From an optimization exercise on the open Yosys and OpenROAD flow, aimed at small area; shortcuts taken in it are not production practice. At most, simulation tests tie the RTL to the original design; equivalence was not proved. Power figures rest on the tool's default switching activity, not on a simulated workload. No driver is modelled on the clock port, so clocking that relies on it looks cheaper here than on a real chip.

== oak ==
Design fm_voice, start of the top module:
module fm_voice (
	input logic clk37,
	input logic rst,
	input logic cmd_valid,
	input logic [31:0] cmd_data,
	output logic signed [15:0] sample,
	output logic sample_valid,
	output logic cmd_busy
);
Size: about 5600 cells after synthesis, about 2600 flip-flops, roughly 72000 um2 of cells after synthesis.
==> flow/config.mk <==
export PLATFORM = sky130hd
export DESIGN_NAME = fm_voice
export DESIGN_NICKNAME = fm_voice
export VERILOG_FILES = /design/flow/design.v
export SDC_FILE = /design/flow/constraint.sdc
export NUM_CORES = 4
export LEC_CHECK = 0
export ABC_AREA = 1
export CAP_MARGIN = 20
export CORE_MARGIN = 2
export CORE_UTILIZATION = 70
export CTS_BUF_LIST = sky130_fd_sc_hd__clkbuf_16
export CTS_CLUSTER_DIAMETER = 60
export CTS_CLUSTER_SIZE = 30
export PLACE_DENSITY = 0.8
export SLEW_MARGIN = 20
==> flow/constraint.sdc <==
create_clock -name core_clock -period 10.0 [get_ports {clk37}]
set_input_delay 2.0000 -clock core_clock [delete_from_list [all_inputs] [get_ports {clk37}]]
set_output_delay 2.0000 -clock core_clock [all_outputs]
set_load 0.01 [all_outputs]
standard.sh (not shown) runs the stock make flow with config.mk's settings and CLKGATE_MAP_FILE= SYNTH_SCRIPT=/design/flow/synth_recipe.tcl, a recipe that flattens the netlist after the stock synthesis.
==> flow/flow/run.sh <==
#!/bin/bash
# The standard layout (standard.sh), except that clock tree synthesis adds
# no dummy loads to balance the tree. The full tool output goes to standard.log
# here and to the ORFS logs under orfs/logs.
set -e
cd "$(dirname "$0")/.."
export CTS_ARGS="-sink_clustering_enable -repair_clock_nets -dont_use_dummy_load -sink_clustering_size 30 -sink_clustering_max_diameter 60 -buf_list sky130_fd_sc_hd__clkbuf_16"
bash standard.sh > standard.log 2>&1
oak closes out successfully: all stages finished, all timing, DRC and antenna checks passed.
diff inputs: oak => pine
--- a/flow/design.v
+++ b/flow/design.v
@@ -1062,26 +1062,31 @@
 	logic [15:0] isel1;
 	logic [15:0] amp_lo;
 	logic amp_c, amp_cq;
 	rip_add #(16) ph_lo_add (
 		.a(z1 ? 16'd0 : ph_r[1][15:0]),
 		.b(pf[1][15:0]),
 		.ci(1'b0),
 		.s(ph_lo),
 		.co(ph_c)
 	);
 	assign st1 = z1 ? 3'd0 : st_r[1];
-	assign isel1 = ({16{st1 == 3'd1}} & pa[1][47:32]) | ({16{st1 == 3'd2}} & pb[1][111:96]) |
-		({16{st1 == 3'd3}} & pb[1][47:32]) | ({16{st1[2]}} & pr[1][15:0]);
+	always_comb begin
+		case (st1)
+			3'd1: isel1 = pa[1][47:32];  
+			3'd2: isel1 = pb[1][111:96];  
+			default: isel1 = pr[1][15:0];  
+		endcase
+	end
 	rip_add #(16) amp_lo_add (
-		.a(st1 == 3'd3 ? 16'd0 : amp_r[1][15:0]),
+		.a(amp_r[1][15:0]),
 		.b(isel1),
 		.ci(1'b0),
 		.s(amp_lo),
 		.co(amp_c)
 	);
 	always_ff @(posedge clk37) begin
 		ph_cq <= ph_c;
 		amp_cq <= amp_c;
 	end
 	logic [15:0] ph_hi;
 	rip_add #(16) ph_hi_add (
@@ -1098,53 +1103,58 @@
 	logic [2:0] st;
 	logic is_i, is_s, is_r;
 	logic [31:0] tsel, amp_sum, cnt_inc;
 	logic [15:0] isel0;
 	logic eq, tr;
 	logic [2:0] nst;
 	logic [31:0] ncnt, namp;
 	assign st = z0 ? 3'd0 : st_r[0];
 	assign is_i = st == 3'd0;
 	assign is_s = st == 3'd3;
 	assign is_r = !(is_i || st == 3'd1 || st == 3'd2 || is_s);
-	logic sel_a, sel_d, sel_s, sel_r;
-	assign sel_a = st == 3'd1;
-	assign sel_d = st == 3'd2;
-	assign sel_s = is_s;
-	assign sel_r = st[2];
-	assign tsel = ({32{sel_a}} & at_time) | ({32{sel_d}} & de_time) | ({32{sel_s}} & su_time) | ({32{sel_r}} & re_time);
-	assign isel0 = ({16{sel_a}} & at_inc[31:16]) | ({16{sel_d}} & de_inc[31:16]) |
-		({16{sel_s}} & su_lvl[31:16]) | ({16{sel_r}} & re_inc[31:16]);
+	always_comb begin
+		case (st)
+			3'd1: tsel = at_time;
+			3'd2: tsel = de_time;
+			3'd3: tsel = su_time;
+			default: tsel = re_time;
+		endcase
+		case (st)
+			3'd1: isel0 = at_inc[31:16];
+			3'd2: isel0 = de_inc[31:16];
+			default: isel0 = re_inc[31:16];
+		endcase
+	end
 	assign eq = cnt_r[0] == tsel;
 	rip_add #(16) amp_hi_add (
-		.a(sel_s ? 16'd0 : amp_r[0][31:16]),
+		.a(amp_r[0][31:16]),
 		.b(isel0),
 		.ci(amp_cq),
 		.s(amp_sum[31:16]),
 		.co()
 	);
 	assign amp_sum[15:0] = amp_r[0][15:0];
 	rip_inc #(32) cnt_inc_add (
 		.a(cnt_r[0]),
 		.s(cnt_inc)
 	);
 	assign tr = is_r ? (eq || amp_sum[31]) : (eq || !gate_d2);
 	always_comb begin
 		if (is_i) nst = {2'b00, gate_d2};
 		else if (!tr) nst = st;
 		else if (is_r) nst = 3'd0;
 		else if (gate_d2) nst = st + 3'd1;
 		else nst = 3'd4;
 	end
 	assign ncnt = (is_i || tr) ? 32'd0 : cnt_inc;
-	assign namp = (is_i || (is_r && tr)) ? 32'd0 : amp_sum;
+	assign namp = is_s ? su_lvl : ((is_i || (is_r && tr)) ? 32'd0 : amp_sum);
 	always_ff @(posedge clk37) begin
 		for (int k = 0; k < NOPS - 1; k++) begin
 			st_r[k] <= st_r[k + 1];
 			cnt_r[k] <= cnt_r[k + 1];
 			amp_r[k] <= amp_r[k + 1];
 			ph_r[k] <= ph_r[k + 1];
 		end
 		ph_r[0][15:0] <= ph_lo;
 		amp_r[0][15:0] <= amp_lo;
 		st_r[NOPS - 1] <= nst;
 		cnt_r[NOPS - 1] <= ncnt;
Findings:
pine: sequential share of layout area is 0.20 points lower than what oak reported.
The part of the cycle the worst path needs of pine falls short of that of oak by 1.0 points.
Per the comparison of pine with oak, largest incremental delay on the critical path held steady; total power grew by about 1.6%.
As far as cell area is concerned, pine and oak perform about the same.
Relative to oak, layout overhead on the synthesized area has decreased by 0.27 points in pine.
The RTL of pine was laid out without a check of its function.

* * *

== rev 12 ==
Another version of the RTL of fm_voice (not shown whole).
For scale: roughly 5600 cells after synthesis, about 2600 flip-flops, ~53 I/O pins.
export LEC_CHECK = 0
export ABC_AREA = 1
export CAP_MARGIN = 20
export CORE_MARGIN = 2
export CORE_UTILIZATION = 75
export PLACE_DENSITY = 0.85
export SLEW_MARGIN = 20
create_clock -name core_clock -period 10.0 [get_ports {clk37}]
==> flow/flow/run.sh <==
#!/bin/bash
# The standard layout (standard.sh) with two changes: the input and output
# ports are buffered with the smallest buffer (buf_1), and clock tree synthesis
# adds no dummy loads to balance the tree (leaf clusters of up to 33 sinks within 90 um,
# clkbuf_16 only). The full tool output goes to standard.log here and to the
# ORFS logs under orfs/logs.
set -e
cd "$(dirname "$0")/.."
export BUFFER_PORTS_ARGS="-buffer_cell sky130_fd_sc_hd__buf_1"
export CTS_ARGS="-sink_clustering_enable -repair_clock_nets -dont_use_dummy_load -sink_clustering_size 33 -sink_clustering_max_diameter 90 -buf_list sky130_fd_sc_hd__clkbuf_16"
bash standard.sh > standard.log 2>&1
Rev 12 did not stop at any stage, and its layout met the timing, design-rule and antenna checks.
--- input diff rev 12..rev 13 ---
--- a/flow/design.v
+++ b/flow/design.v
@@ -1052,36 +1052,35 @@
 	logic [31:0] amp_r [NOPS];
 	logic [31:0] ph_r [NOPS];
 	logic gate_d1, gate_d2;
 	always_ff @(posedge clk37) begin
 		gate_d1 <= gate;
 		gate_d2 <= gate_d1;
 	end
 	logic [15:0] ph_lo;
 	logic ph_c, ph_cq;
 	logic [2:0] st1;
-	localparam int AL = 17;  
-	logic [AL-1:0] isel1;
-	logic [AL-1:0] amp_lo;
+	logic [15:0] isel1;
+	logic [15:0] amp_lo;
 	logic amp_c, amp_cq;
 	rip_add #(16) ph_lo_add (
 		.a(z1 ? 16'd0 : ph_r[1][15:0]),
 		.b(pf[1][15:0]),
 		.ci(1'b0),
 		.s(ph_lo),
 		.co(ph_c)
 	);
 	assign st1 = z1 ? 3'd0 : st_r[1];
-	assign isel1 = ({AL{st1 == 3'd1}} & pa[1][32 +: AL]) | ({AL{st1 == 3'd2}} & pb[1][96 +: AL]) |
-		({AL{st1 == 3'd3}} & pb[1][32 +: AL]) | ({AL{st1[2]}} & pr[1][AL-1:0]);
-	rip_add #(AL) amp_lo_add (
-		.a(st1 == 3'd3 ? {AL{1'b0}} : amp_r[1][AL-1:0]),
+	assign isel1 = ({16{st1 == 3'd1}} & pa[1][47:32]) | ({16{st1 == 3'd2}} & pb[1][111:96]) |
+		({16{st1 == 3'd3}} & pb[1][47:32]) | ({16{st1[2]}} & pr[1][15:0]);
+	rip_add #(16) amp_lo_add (
+		.a(st1 == 3'd3 ? 16'd0 : amp_r[1][15:0]),
 		.b(isel1),
 		.ci(1'b0),
 		.s(amp_lo),
 		.co(amp_c)
 	);
 	always_ff @(posedge clk37) begin
 		ph_cq <= ph_c;
 		amp_cq <= amp_c;
 	end
 	logic [15:0] ph_hi;
@@ -1092,45 +1091,45 @@
 		.s(ph_hi),
 		.co()
 	);
 	logic [31:0] at_time, at_inc, de_time, de_inc, su_time, su_lvl, re_time, re_inc;
 	assign {at_time, at_inc, de_time} = pa[0];
 	assign {de_inc, su_time, su_lvl, re_time} = pb[0];
 	assign re_inc = pr[0];
 	logic [2:0] st;
 	logic is_i, is_s, is_r;
 	logic [31:0] tsel, amp_sum, cnt_inc;
-	logic [31:AL] isel0;
+	logic [15:0] isel0;
 	logic eq, tr;
 	logic [2:0] nst;
 	logic [31:0] ncnt, namp;
 	assign st = z0 ? 3'd0 : st_r[0];
 	assign is_i = st == 3'd0;
 	assign is_s = st == 3'd3;
 	assign is_r = !(is_i || st == 3'd1 || st == 3'd2 || is_s);
 	logic sel_a, sel_d, sel_s, sel_r;
 	assign sel_a = st == 3'd1;
 	assign sel_d = st == 3'd2;
 	assign sel_s = is_s;
 	assign sel_r = st[2];
 	assign tsel = ({32{sel_a}} & at_time) | ({32{sel_d}} & de_time) | ({32{sel_s}} & su_time) | ({32{sel_r}} & re_time);
-	assign isel0 = ({(32-AL){sel_a}} & at_inc[31:AL]) | ({(32-AL){sel_d}} & de_inc[31:AL]) |
-		({(32-AL){sel_s}} & su_lvl[31:AL]) | ({(32-AL){sel_r}} & re_inc[31:AL]);
+	assign isel0 = ({16{sel_a}} & at_inc[31:16]) | ({16{sel_d}} & de_inc[31:16]) |
+		({16{sel_s}} & su_lvl[31:16]) | ({16{sel_r}} & re_inc[31:16]);
 	assign eq = cnt_r[0] == tsel;
-	rip_add #(32 - AL) amp_hi_add (
-		.a(sel_s ? {(32-AL){1'b0}} : amp_r[0][31:AL]),
+	rip_add #(16) amp_hi_add (
+		.a(sel_s ? 16'd0 : amp_r[0][31:16]),
 		.b(isel0),
 		.ci(amp_cq),
-		.s(amp_sum[31:AL]),
+		.s(amp_sum[31:16]),
 		.co()
 	);
-	assign amp_sum[AL-1:0] = amp_r[0][AL-1:0];
+	assign amp_sum[15:0] = amp_r[0][15:0];
 	rip_inc #(32) cnt_inc_add (
 		.a(cnt_r[0]),
 		.s(cnt_inc)
 	);
 	assign tr = is_r ? (eq || amp_sum[31]) : (eq || !gate_d2);
 	always_comb begin
 		if (is_i) nst = {2'b00, gate_d2};
 		else if (!tr) nst = st;
 		else if (is_r) nst = 3'd0;
 		else if (gate_d2) nst = st + 3'd1;
@@ -1139,21 +1138,21 @@
 	assign ncnt = (is_i || tr) ? 32'd0 : cnt_inc;
 	assign namp = (is_i || (is_r && tr)) ? 32'd0 : amp_sum;
 	always_ff @(posedge clk37) begin
 		for (int k = 0; k < NOPS - 1; k++) begin
 			st_r[k] <= st_r[k + 1];
 			cnt_r[k] <= cnt_r[k + 1];
 			amp_r[k] <= amp_r[k + 1];
 			ph_r[k] <= ph_r[k + 1];
 		end
 		ph_r[0][15:0] <= ph_lo;
-		amp_r[0][AL-1:0] <= amp_lo;
+		amp_r[0][15:0] <= amp_lo;
 		st_r[NOPS - 1] <= nst;
 		cnt_r[NOPS - 1] <= ncnt;
 		amp_r[NOPS - 1] <= namp;
 		ph_r[NOPS - 1] <= {ph_hi, ph_r[0][15:0]};
 	end
 	logic [6:0] rom_data;
 	logic [6:0] mag;
 	logic sgn;
 	logic [18:0] acc;
 	logic [18:0] acc_new;
==> comparison <==
Rev 13 ends up with a clock latency on the worst-skew pair that is 30 ps higher than in rev 12.
Across both runs, proportion of cell area occupied by multi-input gates was lower for rev 13 than for rev 12.
Going from rev 12 to rev 13, worst setup slack shrinks by 250 ps.
Top achievable clock speed delta for rev 13 relative to rev 12: about 2.5% lower
Relative to rev 12, the reported leakage power measured on rev 13 has increased slightly.
Via count (lower): rev 12

==> afterwards: timing with drivers on the ports <==
In the flow no input, the clock included, has a driving cell. The finished layouts below were timed again as built, in two steps.
Step 1: set_driving_cell puts a clkbuf_16 on clk37 and a buf_2 on each other input, an assumption about the parent block.
Step 2 times the ports against the registers' clock, not the clock port: input delays grow and output delays shrink by t, the midpoint of the rising clock arrivals with the driver on.
Three values: ideal, step 1, step 2; two values: the first two.
run | t, ns | setup WS [ns] | latest minus earliest clock arrival (ns) | worst slew at a driven data input, ns
oak | 0.754 | 0.323 / 0.323 / 0.323 | 0.110 / 0.109 | 0.12
pine | 0.766 | 0.425 / 0.425 / 0.425 | 0.100 / 0.099 | 0.10
rev 12 | 0.744 | 0.374 / 0.374 / 0.374 | 0.107 / 0.107 | 0.13
rev 13 | 0.772 | 0.129 / 0.129 / 0.129 | 0.074 / 0.073 | 0.13
After both steps every run listed still meets setup and hold.
